From an optimization exercise on the open Yosys and OpenROAD flow, aimed at small area; shortcuts taken in it are not production practice.
The RTL was checked by simulation tests, not by an equivalence proof against the original design.
Power is estimated from default activity; no workload was simulated.

### design/flow/design.v
package cpu_pkg;
    typedef logic [4:0]  reg_idx_t;
    typedef logic [31:0] word_t;
    localparam reg_idx_t REG_ZERO  = 5'd0;
    localparam word_t    BUBBLE_PC = 32'h0000_0001;
endpackage
module regfile_core
(
    input  logic     clk,
    input  logic     resetn,
    input  logic     we,
    input  cpu_pkg::reg_idx_t wa,
    input  cpu_pkg::word_t    wd,
    input  cpu_pkg::reg_idx_t ra_a,
    input  cpu_pkg::reg_idx_t ra_b,
    input  cpu_pkg::reg_idx_t ra_c,
    output cpu_pkg::word_t    rd_a,
    output cpu_pkg::word_t    rd_b,
    output cpu_pkg::word_t    rd_c
);
    cpu_pkg::word_t regs [32];
    always_ff @(posedge clk or negedge resetn) begin
        if (!resetn) begin
            for (int i = 0; i < 32; i++) begin
                regs[i] <= '0;
            end
        end else if (we && (wa != cpu_pkg::REG_ZERO)) begin
            regs[wa] <= wd;
        end
    end
    assign rd_a = (ra_a == cpu_pkg::REG_ZERO) ? '0 : regs[ra_a];
    assign rd_b = (ra_b == cpu_pkg::REG_ZERO) ? '0 : regs[ra_b];
    assign rd_c = (ra_c == cpu_pkg::REG_ZERO) ? '0 : regs[ra_c];
endmodule
module wb_regfile
#(
    parameter int    RETIRE_W  = 16,
    parameter cpu_pkg::word_t BUBBLE_PC = cpu_pkg::BUBBLE_PC
) (
    input  logic                clk,
    input  logic                resetn,
    input  logic                w_wreg,
    input  logic                w_m2reg,
    input  cpu_pkg::word_t               w_data,
    input  cpu_pkg::word_t               w_memout,
    input  cpu_pkg::reg_idx_t            w_rn,
    input  cpu_pkg::word_t               dbg_w_pc,
    input  cpu_pkg::word_t               dbg_w_inst,
    input  cpu_pkg::reg_idx_t            d_rs,
    input  cpu_pkg::reg_idx_t            d_rt,
    output cpu_pkg::word_t               d_qa,
    output cpu_pkg::word_t               d_qb,
    input  cpu_pkg::reg_idx_t            dbg_rn,
    output cpu_pkg::word_t               dbg_q,
    output cpu_pkg::word_t               wb_value,
    output logic [RETIRE_W-1:0] retire_cnt,
    output cpu_pkg::word_t               last_pc,
    output cpu_pkg::word_t               last_inst
);
    cpu_pkg::word_t core_qa;
    cpu_pkg::word_t core_qb;
    logic  commit;
    logic  slot_valid;
    assign wb_value   = w_m2reg ? w_memout : w_data;
    assign commit     = w_wreg && (w_rn != cpu_pkg::REG_ZERO);
    assign slot_valid = (dbg_w_pc != BUBBLE_PC);
    regfile_core u_core (
        .clk    (clk),
        .resetn (resetn),
        .we     (commit),
        .wa     (w_rn),
        .wd     (wb_value),
        .ra_a   (d_rs),
        .ra_b   (d_rt),
        .ra_c   (dbg_rn),
        .rd_a   (core_qa),
        .rd_b   (core_qb),
        .rd_c   (dbg_q)
    );
    assign d_qa = (commit && (w_rn == d_rs)) ? wb_value : core_qa;
    assign d_qb = (commit && (w_rn == d_rt)) ? wb_value : core_qb;
    always_ff @(posedge clk or negedge resetn) begin
        if (!resetn) begin
            retire_cnt <= '0;
            last_pc    <= BUBBLE_PC;
            last_inst  <= '0;
        end else if (slot_valid) begin
            retire_cnt <= retire_cnt + 1'b1;
            last_pc    <= dbg_w_pc;
            last_inst  <= dbg_w_inst;
        end
    end
endmodule
### design/flow/run.sh
#!/bin/bash
# synth_recipe.tcl (not shown) runs the flow's synth.tcl, then flattens the netlist and writes it again
# the make line also repeats each setting of config.mk as NAME=value (left out here)
make -C /OpenROAD-flow-scripts/flow DESIGN_CONFIG=/design/flow/config.mk WORK_HOME=/design/flow/orfs CLKGATE_MAP_FILE= SYNTH_SCRIPT=/design/flow/synth_recipe.tcl finish
### design/flow/config.mk
export PLATFORM = sky130hd
export DESIGN_NAME = wb_regfile
export DESIGN_NICKNAME = wb_regfile
export VERILOG_FILES = /design/flow/design.v
export SDC_FILE = /design/flow/constraint.sdc
export NUM_CORES = 4
export LEC_CHECK = 0
export CAP_MARGIN = 20
export CORE_MARGIN = 2
export CORE_UTILIZATION = 25
export PLACE_DENSITY = 0.45
export SLEW_MARGIN = 20
### design/flow/constraint.sdc
create_clock -name core_clock -period 8.0 [get_ports {clk}]
set_input_delay 1.6000 -clock core_clock [delete_from_list [all_inputs] [get_ports {clk}]]
set_output_delay 1.6000 -clock core_clock [all_outputs]
set_load 0.01 [all_outputs]
==> results.txt <==
## metal layers
layer  routed length, um  global-route usage  up-vias
met5                 555            0.000595        -
met4               42600               0.284       57
met3               68600               0.175     2212
met2              203000               0.559     7085
met1              198000               0.516    35500
li1                    -                   -    26200
## worst register-to-register path: stages, from the launching register on
cell     delay [ns]
dfrtp_1        0.44
nand3_1        0.15
nor3_1         0.55
nand3_1        0.18
xnor2_1        0.16
## kinds of logic after synthesis
| family | after synthesis | share of synthesized area |
|---|---|---|
| muxes | 195 | 0.0347 |
| buffers and inverters | 721 | 0.0505 |
| AOI/OAI and AO/OA | 2598 | 0.283 |
| xor gates and xnor gates | 25 | 0.00370 |
| DFF | 1072 | 0.453 |
| adders and majority gates | 1 | 0.000211 |
| and+or+nand+nor | 2199 | 0.175 |
## area by class of cell
cell class	instances	area share
Inverter	47	0.00237
Clock buffer	186	0.0516
Tap cell	3150	0.0530
Clock inverter	53	0.00893
Sequential cell	1072	0.360
Multi-Input combinational cell	5018	0.412
Timing Repair Buffer	835	0.109
Antenna cell	69	0.00232
## per-stage QoR
stage          power [mW]  cell area (sq um)
5_1_grt              19.2              74300
3_3_place_gp         12.0              69600
2_1_floorplan        9.39              59200
3_5_place_dp         12.1              69700
6_report             18.8              74400
4_1_cts              18.5              74200
## final timing paths
kind	start	end	depth (start not counted)
max	d_rt[0]	d_qb[4]	10
min	last_pc[3]$_DFFE_PN0P_	last_pc[3]$_DFFE_PN0P_	1
max reg2reg	retire_cnt[4]$_DFFE_PN0P_	retire_cnt[11]$_DFFE_PN0P_	4
min reg2reg	last_pc[3]$_DFFE_PN0P_	last_pc[3]$_DFFE_PN0P_	1
max in group asynchronous	resetn	last_inst[6]$_DFFE_PN0P_	3
min in group asynchronous	resetn	u_core.regs[24][14]$_DFFE_PN0P_	1
## report_power, final
| group | switching [mW] | internal, mW | leakage (nW) | total (mW) |
|---|---|---|---|---|
| Combinational | 2.26 | 1.39 | 15.2 | 3.65 |
| Sequential | 2.11 | 6.56 | 13.2 | 8.67 |
| Clock | 2.75 | 3.71 | 2.22 | 6.45 |
| Total | 7.11 | 11.7 | 30.6 | 18.8 |
## flip-flops by register name, summed over array words and instances (netlist names)
signal,count
u_core.regs,992
retire_cnt,16
last_inst,32
last_pc,32
## Yosys cell counts (19+ instances only)
library cell / instances / share of area
a2111oi_0: 63 / 0.0093
a211oi_1: 22 / 0.0028
a21o_1: 33 / 0.0042
a21oi_1: 774 / 0.065
a221oi_1: 45 / 0.0067
a222oi_1: 31 / 0.0052
a22o_1: 42 / 0.0062
a22oi_1: 949 / 0.12
a31oi_1: 25 / 0.0026
a32oi_1: 21 / 0.0031
and3_1: 209 / 0.022
buf_2: 142 / 0.012
clkbuf_1: 501 / 0.032
dfrtp_1: 1071 / 0.45
inv_1: 46 / 0.0029
mux2_2: 57 / 0.011
mux2i_1: 134 / 0.023
nand2_1: 603 / 0.038
nand2b_1: 23 / 0.0024
nand3_1: 125 / 0.011
nand3b_1: 19 / 0.0024
nand4_1: 169 / 0.018
nor2_1: 759 / 0.048
nor2_2: 26 / 0.0027
nor2b_1: 24 / 0.0025
nor3_1: 79 / 0.0067
nor4_1: 61 / 0.0064
o21ai_0: 446 / 0.038
o22ai_1: 52 / 0.0055
## placed cells by master, fill, tap and decap left out, types with 60 or more instances in the layout
cell type	n
clkbuf_16	138
clkdlybuf4s50_1	345
nor3_1	73
dfrtp_1	1071
nand4_1	169
diode_2	69
mux2i_1	102
buf_12	69
a21oi_1	774
nor2_1	675
nor2_4	97
o21ai_0	445
a2111oi_0	63
buf_4	412
nand3_1	124
and3_1	206
nor4_1	60
a22oi_1	949
nand2_1	592
==> results.py <==
metrics = {
    "yosys": {
        "ys_warn_count": 3,
        "synth_edf_count": 0,
        "synth-seq-cells": 1072,
        "ys_types": 87,
        "ys_seq_area_frac": 0.453,
        "syn-num-nets": 6964,
        "synth-async-reset-ratio": 1.00,
        "netlist_instances": 6811,
        "synth_ff_type": "dfrtp_1",
        "avgSynthCellArea_sq_um": 8.69,
        "syn_area_sq_um": 59200,
    },
    "min_path": {
        "hold_path.class": "flop to flop",
    },
    "timing": {
        "fmax_mhz": 132,
        "fin_skew_ns": 0.00277,
        "worstMarginPinSlew_ns": 1.40,
        "fin_setup_tns_ns": 0,
        "fin_ws_ns": 0.451,
        "setup_viol": 0,
        "slew_viol_final": 0,
        "period_needed_ns": 7.55,
        "finalCritPeriodShare": 0.944,
        "rsz0062_at_grt": "false",
        "hold_viol": 0,
        "hold_ws_ns": 0.474,
        "maxSlewHeadroom": 0.0613,
    },
    "critical_path": {
        "cp.required_ns": 6.40,
        "cp_data_arrival_time_ns": 5.95,
        "cp_max_fo": 22,
        "max_stage_delay_ns": 0.97,
        "path_cells": "buf_6 -> or2_1 -> nor2_4 -> buf_12 -> a2111oi_0 -> nand3_1 -> nor4_1 -> buf_4 -> o22ai_1 -> clkdlybuf4s50_1",
        "critPathCaptureType": "output pin",
        "crit_type": "input port to output pin",
        "cp-start-kind": "input port",
        "slowest_stage": "or2_1",
        "cp_top_family": "simple AND/OR/NAND/NOR gates",
        "reg2reg_slack_ns": 6.41,
        "crit_buf_inv": 4,
    },
    "drt": {
        "vias_per_cell": 6.81,
        "wl_per_cell_um": 49.1,
        "num_vias": 71100,
        "drtPass1Iterations": 13,
        "drtIter0Drc": 13900,
        "drc_errors": 0,
        "routed_wl_mm": 512,
        "ant_nets": 0,
    },
    "pwr": {
        "power_density_nw_per_um2": 252,
        "p_leak_nw": 30.6,
        "irDropWorstVdd_mv": 0.171,
    },
    "clock_network": {
        "postCtsHoldBufs": 0,
        "clock_latency_ns": 0.83,
        "clock_path_buffers": 3,
        "cts_made_buffers": 138,
        "clk_pin_slew_ns": 0.05,
        "tritoncts": "done",
        "cts_resized": 0,
        "h-tree-depth": 4,
        "clockRootBuffer": "clkbuf_16",
        "postCtsSetupRepairBufs": 0,
        "cts.sinks": 1072,
    },
    "global_routing": {
        "antenna_found_initial": 91,
        "grt_usage": 0.410,
        "overflow": 0,
        "grt_pass1_vias": 64200,
        "grt_max_degree": 135,
        "grt_pass1_wl_mm": 660,
    },
    "placement": {
        "placed_cells": 10100,
        "hpwl_mm": 338,
        "io_buffers": 359,
        "gp_congestion": 1.05,
        "pre_cts_ws_ns": 0.555,
    },
    "floorplan": {
        "io_pins": 360,
        "row_count": 178,
        "dieArea_sq_um": 241000,
        "die-width_um": 491,
        "coreArea_sq_um": 235000,
        "die_h_um": 491,
        "start_util": 0.251,
    },
    "layout": {
        "multi_input_area_sq_um": 30700,
        "nets": 7265,
        "stdcell_count": 10400,
        "ff_latch_area_sq_um": 26800,
        "area_growth_pct": 25.7,
        "drive_above_1_share": 0.136,
        "post-route-util": 0.316,
        "nFillCells": 24600,
    },
    "run_status": {
        "status": "no timing/DRC/antenna violations",
    },
    "run": {
        "maxCapViolCount": 0,
    },
}

[re-timing with driven ports]
Ports are ideal in the flow. The routed layout listed here was re-timed in OpenROAD.
Step 1 assumes that a clkbuf_16 drives the clock port and a buf_2 every other input.
Step 2, shift: input delay + t, output delay - t, t = (earliest + latest rising clock arrival at the registers) / 2. This alone moves slack from input paths to output paths.
a / b / c = ideal / step 1 / step 2; a / b = the first two.
t (ns): 0.929
slack for setup (ns): 0.451 / 0.413 / 0.413
slew at the worst register clock pin (ns): 0.07 / 0.07
worst data-port slew with drivers (ns): 0.20
cell pins on the clock port's net: 1
After both steps setup and hold are still met in this run. For this run, drivers alone change the setup slack by -0.038 ns; drivers and shift together by -0.038 ns.
